What follows belongs to an exercise in optimizing a design on an open flow for small area, a short achievable clock period and few clock cycles per item; a production flow would make more cautious choices. Only simulation tests tie the RTL to the original design; equivalence was not proved.

== v56 ==
Design macc_control_top, start of the top module:
module macc_control_top (
  input logic clk,
  input logic rst_n,
  input logic mac_begin,
  input logic acc_begin,
  input macc_pkg::len_t conv_len,
  input macc_pkg::filt_t filter_num,
  input macc_pkg::data_t weight_in,
  input macc_pkg::data_t ifmap_in,
  input macc_pkg::data_t external_psum,
  input macc_pkg::acc_t internal_psum,
  output logic mul_enable,
  output logic acc_enable,
  output macc_pkg::len_t cnt_a,
  output macc_pkg::filt_t cnt_b,
  output macc_pkg::acc_t accum_out,
  output logic psum_store,
  output logic mac_finish,
  output logic acc_finish
);
For scale: ~1400 cells after synthesis, ~15000 um^2 of cells after synthesis.
clock: 7.0 ns
lec_check: 0
cap_margin: 20
core_margin: 2
core_utilization: 60
cts_cluster_diameter: 100
cts_cluster_size: 25
setup_slack_margin: 4.0
slew_margin: 20
synth_hierarchical: 1
synth_minimum_keep_size: 0
standard.sh (not shown) runs the stock make flow with config.mk's settings and CLKGATE_MAP_FILE= SYNTH_SCRIPT=/design/flow/synth_recipe.tcl, a recipe that flattens the netlist after the stock synthesis.
==> flow/flow/run.sh <==
#!/bin/bash
# standard layout, with the port buffers made from the smallest plain buffer
set -euo pipefail
export BUFFER_PORTS_ARGS="-buffer_cell sky130_fd_sc_hd__buf_1"
bash standard.sh > standard_flow.log 2>&1
v56 finished every stage and its layout cleared the timing, design-rule and antenna checks.
Testbench counts of v56, summed over its fixed seeds: cycles 24,347, items 22,427.
Inputs modified between v56 and v38:
- SETUP_SLACK_MARGIN now 4.25, was 4.0
## What came out
Against v56, v38 reports a global-route total usage across every layer that is higher. v38 vs v56, buffers plus inverters on the worst setup path went up by 1. First-iteration DRC count (v38 vs. v56) increases by more than a quarter. The setup slack of v38 is larger than that of v56.
The inputs of v28 differ from those of v38 as listed below.
- SETUP_SLACK_MARGIN: 4.25 -> 4.2
- ABC_AREA: unset -> 1
--- outcome ---
- Layout-stage area growth over the synthesis result for v28: 2.5 points down relative to v38
- v28 vs. v38: final-layout worst hold slack increased 0.0035 ns, number of logic inverters in the finished layout increased 2200%, wire length of the first global-routing pass increased 34%.
Changes in v29 relative to v28:
- swapping 60 for 70 in CORE_UTILIZATION
- clearing ABC_AREA, which used to be 1
- putting PLACE_DENSITY at 0.75 where nothing was set
==> comparison <==
- v29 against v28: count of fill cells added during filler insertion went down, buffer count excluding the clock tree in the final layout went up.
- Changes observed in v29 relative to v28: maximum clock frequency went down by about 0.37%, first-iteration DRC count -468.
Setup changes, v29 to v13
- swapping 100 for 60 in CTS_CLUSTER_DIAMETER
- swapping 70 for 60 in CORE_UTILIZATION
- swapping 25 for 16 in CTS_CLUSTER_SIZE
- putting CTS_BUF_LIST at sky130_fd_sc_hd__clkbuf_8 where nothing was set
- clearing PLACE_DENSITY, which used to be 0.75
[summary]
- Compared with v29, v13 shows a portion of the layout cell area used by non-clock buffers that is 1.5 points lower.
- Comparing v13 and v29, the lower average via count per standard cell is on v13.
- When v13 is set beside v29, its number of buffers and inverters on the critical path turns out to be 1 smaller.
- Initial cell density of the core: v13 and v29 compared, higher one is v29
- Comparing v29 with v13, the worst hold margin came out essentially unchanged.
- Diff v29 -> v13: worst setup timing slack at the placement stage increased by 0.11 ns relative to the old numbers, number of inserted filler cells in the final layout increased by 594 relative to the old numbers.
- Summary — sequential share of cell area, v13 relative to v29: higher, by 0.25 points.
- Going from v29 to v13, the total CTS buffers was found to have gone up by 8.
- Max post-layout worst setup margin across v13 and v29: v13

---

Starting RTL as in the previous note.
clock: 7.0 ns
lec_check: 0
cap_margin: 20
core_margin: 2
core_utilization: 60
cts_cluster_diameter: 100
cts_cluster_size: 25
gpl_routability_driven: 0
setup_slack_margin: 4.2
slew_margin: 20
synth_hierarchical: 1
synth_minimum_keep_size: 0
Scripts as last shown in full above: flow/flow/run.sh
Testbench counts at the start, summed over its fixed seeds: cycles 24,347, items 22,427.
Change:
--- a/flow/config.mk
+++ b/flow/config.mk
@@ -12,4 +12,3 @@
 export CTS_CLUSTER_SIZE = 25
-export GPL_ROUTABILITY_DRIVEN = 0
-export SETUP_SLACK_MARGIN = 4.2
+export SETUP_SLACK_MARGIN = 4.1
 export SLEW_MARGIN = 20
What happened: Count of clock-buffer cells in the layout rises by 2. Critical path depth rises by 1. Core utilization falls by 0.93 points. Flip-flop and latch count stays the same. Final area falls slightly. Register-to-register slack stays flat.
Change:
--- a/flow/config.mk
+++ b/flow/config.mk
@@ -12,3 +12,3 @@
 export CTS_CLUSTER_SIZE = 25
-export SETUP_SLACK_MARGIN = 4.1
+export SETUP_SLACK_MARGIN = 4.4
 export SLEW_MARGIN = 20
Outcome: Utilization went up by 7.0 points; register-to-register slack stays flat; area after synthesis stays the same; first-iteration DRC count went up by 96%; routed wire length went up by 16%; setup slack got worse by 9.6 ps; die area is unchanged; non-clock buffer count went up by 104; final area went up by 11%.
Change:
--- a/flow/config.mk
+++ b/flow/config.mk
@@ -12,3 +12,3 @@
 export CTS_CLUSTER_SIZE = 25
-export SETUP_SLACK_MARGIN = 4.4
+export SETUP_SLACK_MARGIN = 4.2
 export SLEW_MARGIN = 20
Result: The new run went through all stages and came out clean; final area goes down by 8.7%; wire length goes down by 11%.
Change:
--- a/flow/config.mk
+++ b/flow/config.mk
@@ -12,3 +12,3 @@
 export CTS_CLUSTER_SIZE = 25
-export SETUP_SLACK_MARGIN = 4.2
+export SETUP_SLACK_MARGIN = 4.3
 export SLEW_MARGIN = 20
What happened: Final area is higher by about 6%; via count is higher by about 4%; core utilization is higher by 3.9 points; global-route usage is higher by 0.20 points; setup slack stays flat; sequential share of layout area is lower by 1.8 points; synthesized area stays the same; flip-flop and latch count does not change; routed wire length is higher by about 7%.
Change:
--- a/flow/config.mk
+++ b/flow/config.mk
@@ -7,3 +7,3 @@
 export LEC_CHECK = 0
-export CAP_MARGIN = 20
+export CAP_MARGIN = 0
 export CORE_MARGIN = 2
@@ -12,4 +12,4 @@
 export CTS_CLUSTER_SIZE = 25
-export SETUP_SLACK_MARGIN = 4.3
-export SLEW_MARGIN = 20
+export SETUP_SLACK_MARGIN = 4.2
+export SLEW_MARGIN = 0
 export SYNTH_HIERARCHICAL = 1
Result:
- synthesized area does not change
- sequential cell count does not change
- final area fell by a few percent
- non-clock buffer count decreases by 75
- final cell count shrinks by a few percent
- setup slack is about the same

---

macc_control_top, a different RTL version from the one above (not shown whole).
For scale: roughly 1400 cells after synthesis, ~210 flip-flops, roughly 15000 sq um of cells after synthesis.
## macc_control_top
module macc_control_top (
  input logic clk,
  input logic rst_n,
  input logic mac_begin,
  input logic acc_begin,
  input macc_pkg::len_t conv_len,
  input macc_pkg::filt_t filter_num,
  input macc_pkg::data_t weight_in,
  input macc_pkg::data_t ifmap_in,
  input macc_pkg::data_t external_psum,
  input macc_pkg::acc_t internal_psum,
  output logic mul_enable,
  output logic acc_enable,
  output macc_pkg::len_t cnt_a,
  output macc_pkg::filt_t cnt_b,
  output macc_pkg::acc_t accum_out,
  output logic psum_store,
  output logic mac_finish,
  output logic acc_finish
);
Settings: LEC_CHECK=0, CAP_MARGIN=20, CORE_MARGIN=2, CORE_UTILIZATION=40, CTS_BUF_LIST=sky130_fd_sc_hd__clkbuf_4, SETUP_SLACK_MARGIN=4.3, SLEW_MARGIN=20, SYNTH_HIERARCHICAL=1, SYNTH_MINIMUM_KEEP_SIZE=0; clock period 7.0 ns.
Scripts as last shown in full above: flow/flow/run.sh
The starting point completed with no timing, DRC or antenna violations.
Testbench counts at the start, summed over its fixed seeds: cycles 24,347, items 22,427.
Next try:
- CTS_BUF_LIST: sky130_fd_sc_hd__clkbuf_4 -> default
The new run finished clean.
Setup slack gains 0.047 ns.
Cell area came out higher by 0.37%.
Via count came out lower by 2.4%.
Sequential share of layout area came out lower by 0.22 points.
Core utilization came out higher by 0.18 points.
Flip-flop and latch count stays the same.
Routed wire length came out higher by 0.49%.
Die area is unchanged.
Global-route usage came out lower by 0.59 points.

---

Another version of the RTL of macc_control_top (not shown whole).
Size in the first run: about 1300 cells after synthesis, roughly 210 flip-flops, roughly 150 I/O pins, about 0.014 mm^2 of cells after synthesis.
make LEC_CHECK=0 CAP_MARGIN=20 CORE_MARGIN=2 CORE_UTILIZATION=40 SETUP_SLACK_MARGIN=3.5 SLEW_MARGIN=20 finish   # period 7.0 ns
run.sh (not shown) runs the stock make flow with config.mk's settings and CLKGATE_MAP_FILE= SYNTH_SCRIPT=/design/flow/synth_recipe.tcl, a recipe that flattens the netlist after the stock synthesis.
Stock flow here: none of the scripts above is used.
Testbench counts at the start, summed over its fixed seeds: cycles 24,347, items 22,427.
Change:
==> flow/flow/run.sh (new file) <==
#!/bin/bash
# standard layout, with the port buffers made from the smallest plain buffer
set -euo pipefail
export BUFFER_PORTS_ARGS="-buffer_cell sky130_fd_sc_hd__buf_1"
bash standard.sh > standard_flow.log 2>&1
==> flow/standard.sh (new file) <==
#!/bin/bash
# synth_recipe.tcl (not shown) runs the flow's synth.tcl, then flattens the netlist and writes it again
# the make line also repeats each setting of config.mk as NAME=value (left out here)
make -C /OpenROAD-flow-scripts/flow DESIGN_CONFIG=/design/flow/config.mk WORK_HOME=/design/flow/orfs CLKGATE_MAP_FILE= SYNTH_SCRIPT=/design/flow/synth_recipe.tcl "${@:-finish}"
removed: flow/run.sh
Effect: The changed run ran to the end with no violations. Fmax fell by 0.94%. Setup slack gets worse by 0.032 ns. First-iteration DRC count rose by 6.7%. Synthesized area is unchanged. Wire length fell by 0.63%. Via count fell by 0.34%. Cell area fell by 5.4%. Clock skew fell by 0.015 ns. Utilization fell by 2.6 points. Clock-buffer cell count fell by 4.

separate check: timing with driven ports:
Ports are ideal in the flow. The routed layouts listed here were re-timed in OpenROAD.
Step 1 (the two cells are an assumption about what drives the block):
set clk [get_ports {clk}]
set_driving_cell -lib_cell sky130_fd_sc_hd__clkbuf_16 $clk
set_driving_cell -lib_cell sky130_fd_sc_hd__buf_2 [delete_from_list [all_inputs] $clk]
Step 2 adds t to the input delays and takes it off the output delays; t is the mean of the earliest and latest rising clock arrival at the registers after step 1. Input paths then give back, and output paths get back, about the clock's delay inside the block.
Three values: ideal, step 1, step 2; two values: the first two.
run | t, ns | slack for setup (ns) | clock arrival spread, ns | pins driven straight from the clock port
v56 | 0.531 | 4.120 / 4.120 / 3.798 | 0.013 / 0.012 | 1
v38 | 0.534 | 4.245 / 4.245 / 3.942 | 0.030 / 0.031 | 1
v28 | 0.554 | 4.240 / 4.240 / 4.240 | 0.025 / 0.025 | 1
v29 | 0.522 | 4.229 / 4.229 / 3.944 | 0.016 / 0.017 | 1
v13 | 0.595 | 4.235 / 4.235 / 3.827 | 0.027 / 0.027 | 1
the first run of note 2 | 0.526 | 4.240 / 4.240 / 3.936 | 0.025 / 0.024 | 1
the second run of note 2 | 0.530 | 4.227 / 4.227 / 3.802 | 0.008 / 0.008 | 1
the third run of note 2 | 0.538 | 4.217 / 4.217 / 4.083 | 0.029 / 0.029 | 1
the fourth run of note 2 | 0.526 | 4.240 / 4.240 / 3.936 | 0.025 / 0.024 | 1
the fifth run of note 2 | 0.533 | 4.240 / 4.240 / 3.957 | 0.022 / 0.022 | 1
the sixth run of note 2 | 0.526 | 4.240 / 4.240 / 3.936 | 0.025 / 0.024 | 1
the first run of note 3 | 0.805 | 3.978 / 3.978 / 3.918 | 0.081 / 0.081 | 1
the second run of note 3 | 0.605 | 4.024 / 4.024 / 3.875 | 0.011 / 0.011 | 1
the first run of note 4 | 0.591 | 3.600 / 3.600 / 3.600 | 0.028 / 0.028 | 1
the second run of note 4 | 0.579 | 3.568 / 3.568 / 3.568 | 0.013 / 0.013 | 1
After both steps setup and hold are still met in every run listed. The setup slack of the second run of note 2, which loses most, moves by 0.000 ns with the drivers and by -0.425 ns with both steps.
